Background: an optimization exercise with open tools, aiming at small area. Do not read the settings as production practice. Function was checked by simulation only, so behaviour that the tests miss may differ from the original. Power is estimated from default activity; no workload was simulated. The clock port is modelled as an ideal driver; clocking choices that lean on that would not hold on a real chip.

## rev 12
==> flow/design.v <==
package tiger_defines;
  localparam int REGNUM_W     = 5;
  localparam int NUM_REGS_DEF = 32;
  localparam int DATA_W       = 32;
  typedef enum logic {
    RF_CLEAR = 1'b0,
    RF_RUN   = 1'b1
  } rf_state_t;
endpackage
module tiger_cell (
  input  logic clk,
  input  logic we,
  input  logic keep,
  input  logic wdata,
  output logic q
);
  always_ff @(posedge clk) q <= ~((q | we) & (wdata | keep));
endmodule
module tiger_row #(
  parameter int DW = tiger_defines::DATA_W
) (
  input  logic          clk,
  input  logic          we,
  input  logic          keep,
  input  logic [DW-1:0] wdata,
  output logic [DW-1:0] q
);
  for (genvar i = 0; i < DW; i++) begin : g_bit
    tiger_cell u_cell (.clk(clk), .we(we), .keep(keep), .wdata(wdata[i]), .q(q[i]));
  end
endmodule
module tiger_aoi3_bit #(
  parameter int K = 3
) (
  input  logic [K-1:0] sel,
  input  logic [K-1:0] data,
  output logic         yn
);
  assign yn = ~|(sel & data);
endmodule
module tiger_aoi3 #(
  parameter int K  = 3,
  parameter int DW = tiger_defines::DATA_W
) (
  input  logic [K-1:0]         sel,
  input  logic [K-1:0][DW-1:0] data,
  output logic [DW-1:0]        yn
);
  for (genvar b = 0; b < DW; b++) begin : g_bit
    logic [K-1:0] d;
    for (genvar i = 0; i < K; i++) begin : g_in
      assign d[i] = data[i][b];
    end
    tiger_aoi3_bit #(.K(K)) u_bit (.sel(sel), .data(d), .yn(yn[b]));
  end
endmodule
module tiger_nandn_bit #(
  parameter int G = 11
) (
  input  logic [G-1:0] gn,
  input  logic         inv,
  output logic         y
);
  assign y = ~&gn ^ inv;
endmodule
module tiger_nandn #(
  parameter int G  = 11,
  parameter int DW = tiger_defines::DATA_W
) (
  input  logic [G-1:0][DW-1:0] gn,
  input  logic                 inv,
  output logic [DW-1:0]        y
);
  for (genvar b = 0; b < DW; b++) begin : g_bit
    logic [G-1:0] g;
    for (genvar i = 0; i < G; i++) begin : g_in
      assign g[i] = gn[i][b];
    end
    tiger_nandn_bit #(.G(G)) u_bit (.gn(g), .inv(inv), .y(y[b]));
  end
endmodule
module tiger_rdmux #(
  parameter int N  = 32,
  parameter int DW = tiger_defines::DATA_W
) (
  input  logic [N-1:0]         sel,
  input  logic [N-1:0][DW-1:0] data,
  input  logic                 inv,
  output logic [DW-1:0]        y
);
  localparam int G3 = N / 3;
  localparam int G  = G3 + N % 3;
  logic [G-1:0][DW-1:0] gn;
  for (genvar g = 0; g < G; g++) begin : g_grp
    localparam int K  = (g < G3) ? 3 : 1;
    localparam int LO = (g < G3) ? 3 * g : 3 * G3 + (g - G3);
    tiger_aoi3 #(.K(K), .DW(DW)) u_aoi (
      .sel(sel[LO +: K]), .data(data[LO +: K]), .yn(gn[g])
    );
  end
  tiger_nandn #(.G(G), .DW(DW)) u_or (.gn(gn), .inv(inv), .y(y));
endmodule
module tiger_regfile #(
  parameter int NUM_REGS = tiger_defines::NUM_REGS_DEF
) (
  input  logic                clk,
  input  logic                reset,
  input  logic                stall,
  input  logic [tiger_defines::REGNUM_W-1:0] readRegNumA,
  input  logic [tiger_defines::REGNUM_W-1:0] readRegNumB,
  input  logic [tiger_defines::REGNUM_W-1:0] readCopNum,
  input  logic                writeRegEn,
  input  logic                writeRegEnCop,
  input  logic [tiger_defines::REGNUM_W-1:0] writeRegNum,
  input  logic [tiger_defines::DATA_W-1:0]   writeRegData,
  output logic [tiger_defines::DATA_W-1:0]   regDataA,
  output logic [tiger_defines::DATA_W-1:0]   regDataB,
  output logic [tiger_defines::DATA_W-1:0]   copData,
  output logic                initBusy
);
  localparam int DW = tiger_defines::DATA_W;
  localparam int AW = tiger_defines::REGNUM_W;
  tiger_defines::rf_state_t state;
  logic [AW-1:0]  clear_idx;
  logic           clearing;
  assign clearing = (state == tiger_defines::RF_CLEAR);
  assign initBusy = clearing;
  logic phase;
  always_ff @(posedge clk) begin
    if (reset) phase <= 1'b0;
    else       phase <= ~phase;
  end
  always_ff @(posedge clk) begin
    if (reset) begin
      state     <= tiger_defines::RF_CLEAR;
      clear_idx <= '0;
    end else if (clearing) begin
      clear_idx <= clear_idx + 1'b1;
      if (clear_idx == AW'(NUM_REGS - 1)) state <= tiger_defines::RF_RUN;
    end
  end
  logic [NUM_REGS-1:0] gpr_we, cop_we;
  logic [DW-1:0]       bank_wdata;
  assign bank_wdata = (writeRegData & {DW{~clearing}}) ^ {DW{phase}};
  always_comb begin
    for (int r = 0; r < NUM_REGS; r++) begin
      gpr_we[r] = clearing | (!reset && writeRegEn    && writeRegNum == AW'(r));
      cop_we[r] = clearing | (!reset && writeRegEnCop && writeRegNum == AW'(r));
    end
  end
  logic [NUM_REGS-1:0][DW-1:0] gpr_q, cop_q;
  assign gpr_q[0] = '0;
  for (genvar r = 1; r < NUM_REGS; r++) begin : g_gpr
    tiger_row #(.DW(DW)) u_row (
      .clk(clk), .we(gpr_we[r]), .keep(~gpr_we[r]), .wdata(bank_wdata), .q(gpr_q[r])
    );
  end
  for (genvar r = 0; r < NUM_REGS; r++) begin : g_cop
    tiger_row #(.DW(DW)) u_row (
      .clk(clk), .we(cop_we[r]), .keep(~cop_we[r]), .wdata(bank_wdata), .q(cop_q[r])
    );
  end
  logic zero, load, hold, inv_a, inv_b, inv_c;
  assign zero   = reset | clearing;
  assign load   = !zero && !stall;
  assign hold   = !zero && stall;
  assign inv_a  = load && phase && readRegNumA != '0;
  assign inv_b  = load && phase && readRegNumB != '0;
  assign inv_c  = load && phase;
  logic [NUM_REGS-1:0] sel_a, sel_b, sel_c;
  always_comb begin
    for (int r = 0; r < NUM_REGS; r++) begin
      sel_a[r] = load && readRegNumA == AW'(r);
      sel_b[r] = load && readRegNumB == AW'(r);
      sel_c[r] = load && readCopNum  == AW'(r);
    end
    sel_a[0] = hold;    
    sel_b[0] = hold;
  end
  logic [DW-1:0] nxt_a, nxt_b, nxt_c;
  tiger_rdmux #(.N(NUM_REGS), .DW(DW)) u_mux_a (
    .sel(sel_a), .data({gpr_q[NUM_REGS-1:1], regDataA}), .inv(inv_a), .y(nxt_a)
  );
  tiger_rdmux #(.N(NUM_REGS), .DW(DW)) u_mux_b (
    .sel(sel_b), .data({gpr_q[NUM_REGS-1:1], regDataB}), .inv(inv_b), .y(nxt_b)
  );
  tiger_rdmux #(.N(NUM_REGS + 1), .DW(DW)) u_mux_c (
    .sel({sel_c, hold}), .data({cop_q, copData}), .inv(inv_c), .y(nxt_c)
  );
  always_ff @(posedge clk) begin
    regDataA <= nxt_a;
    regDataB <= nxt_b;
    copData  <= nxt_c;
  end
endmodule
Settings: LEC_CHECK=0, CAP_MARGIN=20, CORE_MARGIN=2, CORE_UTILIZATION=58, CTS_CLUSTER_DIAMETER=150, CTS_CLUSTER_SIZE=26, SLEW_MARGIN=20, SYNTH_HIERARCHICAL=1; clock period 5.0 ns.
standard.sh (not shown) runs the stock make flow with config.mk's settings and CLKGATE_MAP_FILE= SYNTH_SCRIPT=/design/flow/synth_recipe.tcl, a recipe that flattens the netlist after the stock synthesis.
==> flow/flow/run.sh <==
#!/bin/bash
# Standard ORFS layout (the standard.sh, standard synthesis unchanged) with two changes:
#  - port buffers use the smallest buffer cell instead of the default choice;
#  - clock tree synthesis without dummy loads, with larger sink clusters.
set -euo pipefail
export BUFFER_PORTS_ARGS="-buffer_cell sky130_fd_sc_hd__buf_1"
export CTS_ARGS="-sink_clustering_enable -repair_clock_nets -dont_use_dummy_load -sink_clustering_size 26 -sink_clustering_max_diameter 150"
bash standard.sh > standard.log 2>&1
--- input diff rev 12..rev 13 ---
-- flow/flow/run.sh --
<<< rev 12, line 6
export BUFFER_PORTS_ARGS="-buffer_cell sky130_fd_sc_hd__buf_1"
export CTS_ARGS="-sink_clustering_enable -repair_clock_nets -dont_use_dummy_load -sink_clustering_size 26 -sink_clustering_max_diameter 150"
bash standard.sh > standard.log 2>&1
>>> rev 13, line 6
export BUFFER_PORTS_ARGS="-buffer_cell sky130_fd_sc_hd__buf_1"
export CTS_ARGS="-sink_clustering_enable -repair_clock_nets -dont_use_dummy_load -sink_clustering_size 30 -sink_clustering_max_diameter 150"
bash standard.sh > standard.log 2>&1
-- flow/config.mk --
<<< rev 12, line 9
export CORE_MARGIN = 2
export CORE_UTILIZATION = 58
export CTS_CLUSTER_DIAMETER = 150
export CTS_CLUSTER_SIZE = 26
export SLEW_MARGIN = 20
>>> rev 13, line 9
export CORE_MARGIN = 2
export CORE_UTILIZATION = 50
export CTS_CLUSTER_DIAMETER = 150
export CTS_CLUSTER_SIZE = 30
export SLEW_MARGIN = 20
Results
- Switching power as a share of total power essentially unchanged between rev 13 and rev 12.
- Going from rev 12 to rev 13, sequential share of layout area closely matched the old numbers; met3 global-route usage decreased by 1.5 points relative to the old numbers; total half-perimeter wirelength after legalization and detailed placement increased by 2.2% relative to the old numbers; share of power burned in the clock network decreased by 1.1 points relative to the old numbers; pin count of the biggest net entering global routing decreased by 11 relative to the old numbers.
- [diff] internal power summed over all cells, rev 13 relative to rev 12: improvement
- The area growth from synthesis to layout on rev 13 is in line with that on rev 12.
- Rev 13 vs. rev 12: wire length of the first global-routing pass went up by 7500 um.
- Power: rev 13 draws less than rev 12

---

// tiger_regfile: RTL as listed in full above, without the edits since
Settings: LEC_CHECK=0, CAP_MARGIN=20, CORE_MARGIN=2, CORE_UTILIZATION=50, CTS_CLUSTER_DIAMETER=150, CTS_CLUSTER_SIZE=26, SLEW_MARGIN=20, SYNTH_HIERARCHICAL=1; clock period 5.0 ns.
==> flow/flow/run.sh <==
#!/bin/bash
# Standard ORFS layout (the standard.sh, standard synthesis unchanged) with two changes:
#  - port buffers use the smallest buffer cell instead of the default choice;
#  - clock tree synthesis without dummy loads, with larger sink clusters.
set -euo pipefail
export BUFFER_PORTS_ARGS="-buffer_cell sky130_fd_sc_hd__buf_1"
export CTS_ARGS="-sink_clustering_enable -repair_clock_nets -dont_use_dummy_load -sink_clustering_size 26 -sink_clustering_max_diameter 150"
bash standard.sh > standard.log 2>&1
Rerun with:
==> flow/run.sh (new file) <==
#!/bin/bash
# synth_recipe.tcl (not shown) runs the flow's synth.tcl, then flattens the netlist and writes it again
# the make line also repeats each setting of config.mk as NAME=value (left out here)
make -C /OpenROAD-flow-scripts/flow DESIGN_CONFIG=/design/flow/config.mk WORK_HOME=/design/flow/orfs CLKGATE_MAP_FILE= SYNTH_SCRIPT=/design/flow/synth_recipe.tcl finish
--- a/flow/config.mk
+++ b/flow/config.mk
@@ -8,5 +8,5 @@
 export CAP_MARGIN = 20
 export CORE_MARGIN = 2
-export CORE_UTILIZATION = 50
+export CORE_UTILIZATION = 40
 export CTS_CLUSTER_DIAMETER = 150
 export CTS_CLUSTER_SIZE = 26
removed: flow/flow/run.sh
removed: flow/standard.sh
=> The changed run produced a clean layout; first-iteration DRC count shrinks by 8.0%; setup slack is better by 0.049 ns; combinational power grows by about 3%; hold slack is about the same; final area grows by 2.9%; fmax grows by 1.2%; register-to-register slack is worse by 0.04 ns; synthesized cell count does not change; die area grows by 25%; power grows by 1.1%.
Rerun with:
--- a/flow/config.mk
+++ b/flow/config.mk
@@ -8,5 +8,5 @@
 export CAP_MARGIN = 20
 export CORE_MARGIN = 2
-export CORE_UTILIZATION = 40
+export CORE_UTILIZATION = 50
 export CTS_CLUSTER_DIAMETER = 150
 export CTS_CLUSTER_SIZE = 26
The new run went through all stages and came out clean.
Area after synthesis stays the same.
Core utilization is higher by 11 points.
Total power hardly moves.
Via count is lower by 1.2%.
Final cell count is lower by 5.4%.
Maximum frequency is lower by 3.6%.
First-iteration DRC count is lower by 4.3%.
Hold slack stays flat.
Count of clock-buffer cells in the layout does not change.
Routed wire length is lower by 2.8%.
Cell area is lower by 1.2%.

---

tiger_regfile, a different RTL version from the one above (not shown whole).
For scale: about 6000 cells after synthesis, roughly 150 I/O pins, about 0.075 sq mm of cells after synthesis.
clock: 5.0 ns
lec_check: 0
cap_margin: 0
core_margin: 2
core_utilization: 65
cts_cluster_diameter: 150
cts_cluster_size: 26
slew_margin: 0
synth_hierarchical: 1
run.sh (not shown) runs the stock make flow with config.mk's settings and CLKGATE_MAP_FILE= SYNTH_SCRIPT=/design/flow/synth_recipe.tcl, a recipe that flattens the netlist after the stock synthesis.
Stock flow here: none of the scripts above is used.
The starting point finished with max-capacitance violations, max-slew violations left.
Change:
- CAP_MARGIN: 0 -> 20
- CORE_UTILIZATION: 65 -> 40
- CTS_CLUSTER_DIAMETER: 150 -> default
- CTS_CLUSTER_SIZE: 26 -> default
- SLEW_MARGIN: 0 -> 20
What happened: Now the flow ran to the end with no violations. Wire length goes up by a few percent. First-iteration DRC count came out lower by a quarter to a third. Fmax goes up by about a fifth. Clock skew came out higher by 3.7 ps. Final area is higher by a little under a tenth. Sequential share of layout area fell by 3.7 points. Hold slack got worse by 8.8 ps.
Change:
==> flow/flow/run.sh (new file) <==
#!/bin/bash
# Standard ORFS layout (the standard.sh, standard synthesis unchanged) with two changes:
#  - port buffers use the smallest buffer cell instead of the default choice;
#  - clock tree synthesis without dummy loads, with larger sink clusters.
set -euo pipefail
export BUFFER_PORTS_ARGS="-buffer_cell sky130_fd_sc_hd__buf_1"
export CTS_ARGS="-sink_clustering_enable -repair_clock_nets -dont_use_dummy_load -sink_clustering_size 26 -sink_clustering_max_diameter 150"
bash standard.sh > standard.log 2>&1
==> flow/standard.sh (new file) <==
#!/bin/bash
# synth_recipe.tcl (not shown) runs the flow's synth.tcl, then flattens the netlist and writes it again
# the make line also repeats each setting of config.mk as NAME=value (left out here)
make -C /OpenROAD-flow-scripts/flow DESIGN_CONFIG=/design/flow/config.mk WORK_HOME=/design/flow/orfs CLKGATE_MAP_FILE= SYNTH_SCRIPT=/design/flow/synth_recipe.tcl "${@:-finish}"
- CAP_MARGIN: 20 -> 0
- CORE_UTILIZATION: 40 -> 65
- CTS_CLUSTER_DIAMETER: default -> 150
- CTS_CLUSTER_SIZE: default -> 26
- SLEW_MARGIN: 20 -> 0
removed: flow/run.sh
The changed run completed and failed the layout checks on max-capacitance violations, max-slew violations.
Hold slack gains 6.9 ps.
Power fell by about 24%.
Non-clock buffer count came out lower by 47.
Cell area drops by 8.9%.
Final cell count went down by 14%.
Change:
==> flow/run.sh (new file) <==
#!/bin/bash
# synth_recipe.tcl (not shown) runs the flow's synth.tcl, then flattens the netlist and writes it again
# the make line also repeats each setting of config.mk as NAME=value (left out here)
make -C /OpenROAD-flow-scripts/flow DESIGN_CONFIG=/design/flow/config.mk WORK_HOME=/design/flow/orfs CLKGATE_MAP_FILE= SYNTH_SCRIPT=/design/flow/synth_recipe.tcl finish
- CAP_MARGIN: 0 -> 20
- CORE_UTILIZATION: 65 -> 40
- SLEW_MARGIN: 0 -> 20
removed: flow/flow/run.sh
removed: flow/standard.sh
Effect: With this change the flow went through all stages and came out clean; wire length grows by a little under a tenth; first-iteration DRC count fell by about a fifth; sequential share of layout area came out lower by 2.0 points; critical path depth shrinks by 2; sequential power barely changes; clock skew falls by 8.4 ps; power came out higher slightly; final cell count increases by roughly a tenth; die area went up by well over a third; design area went up by a few percent.

==> re-timing with driven ports <==
The results above use ideal ports. As a check the final layouts listed here were re-extracted and re-timed, cells and wires unchanged. Step 1 assumes that a clkbuf_16 drives the clock port and a buf_2 every other input. Step 2 times the ports against the registers' clock, not the clock port: input delays grow and output delays shrink by t, the midpoint of the rising clock arrivals with the driver on. Slacks: ideal ports / drivers / drivers and shift; pairs: ideal ports / drivers.
| run | t (ns) | slack for setup (ns) | hold WS [ns] | clock arrival spread, ns |
|---|---|---|---|---|
| rev 12 | 0.818 | 0.991 / 0.991 / 0.341 | 0.446 / 0.446 / 0.446 | 0.074 / 0.075 |
| rev 13 | 0.816 | 0.868 / 0.915 / 0.099 | 0.446 / 0.446 / 0.446 | 0.053 / 0.053 |
| the first run of note 2 | 0.816 | 0.887 / 0.936 / 0.121 | 0.448 / 0.448 / 0.448 | 0.075 / 0.075 |
| the second run of note 2 | 0.868 | 0.937 / 0.924 / 0.056 | 0.448 / 0.448 / 0.448 | 0.034 / 0.034 |
| the third run of note 2 | 0.847 | 0.786 / 0.838 / -0.009 | 0.446 / 0.446 / 0.446 | 0.038 / 0.038 |
| the first run of note 3 | 0.844 | 0.510 / 0.551 / -0.293 | 0.492 / 0.492 / 0.492 | 0.046 / 0.046 |
| the second run of note 3 | 0.938 | 1.152 / 1.194 / 0.256 | 0.483 / 0.483 / 0.483 | 0.043 / 0.042 |
| the third run of note 3 | 0.811 | 1.052 / 1.109 / 0.302 | 0.490 / 0.490 / 0.490 | 0.049 / 0.050 |
| the fourth run of note 3 | 0.873 | 1.079 / 1.123 / 0.251 | 0.491 / 0.491 / 0.491 | 0.042 / 0.043 |
The setup slack of the second run of note 3, which loses most, moves by +0.042 ns with the drivers and by -0.896 ns with both steps.
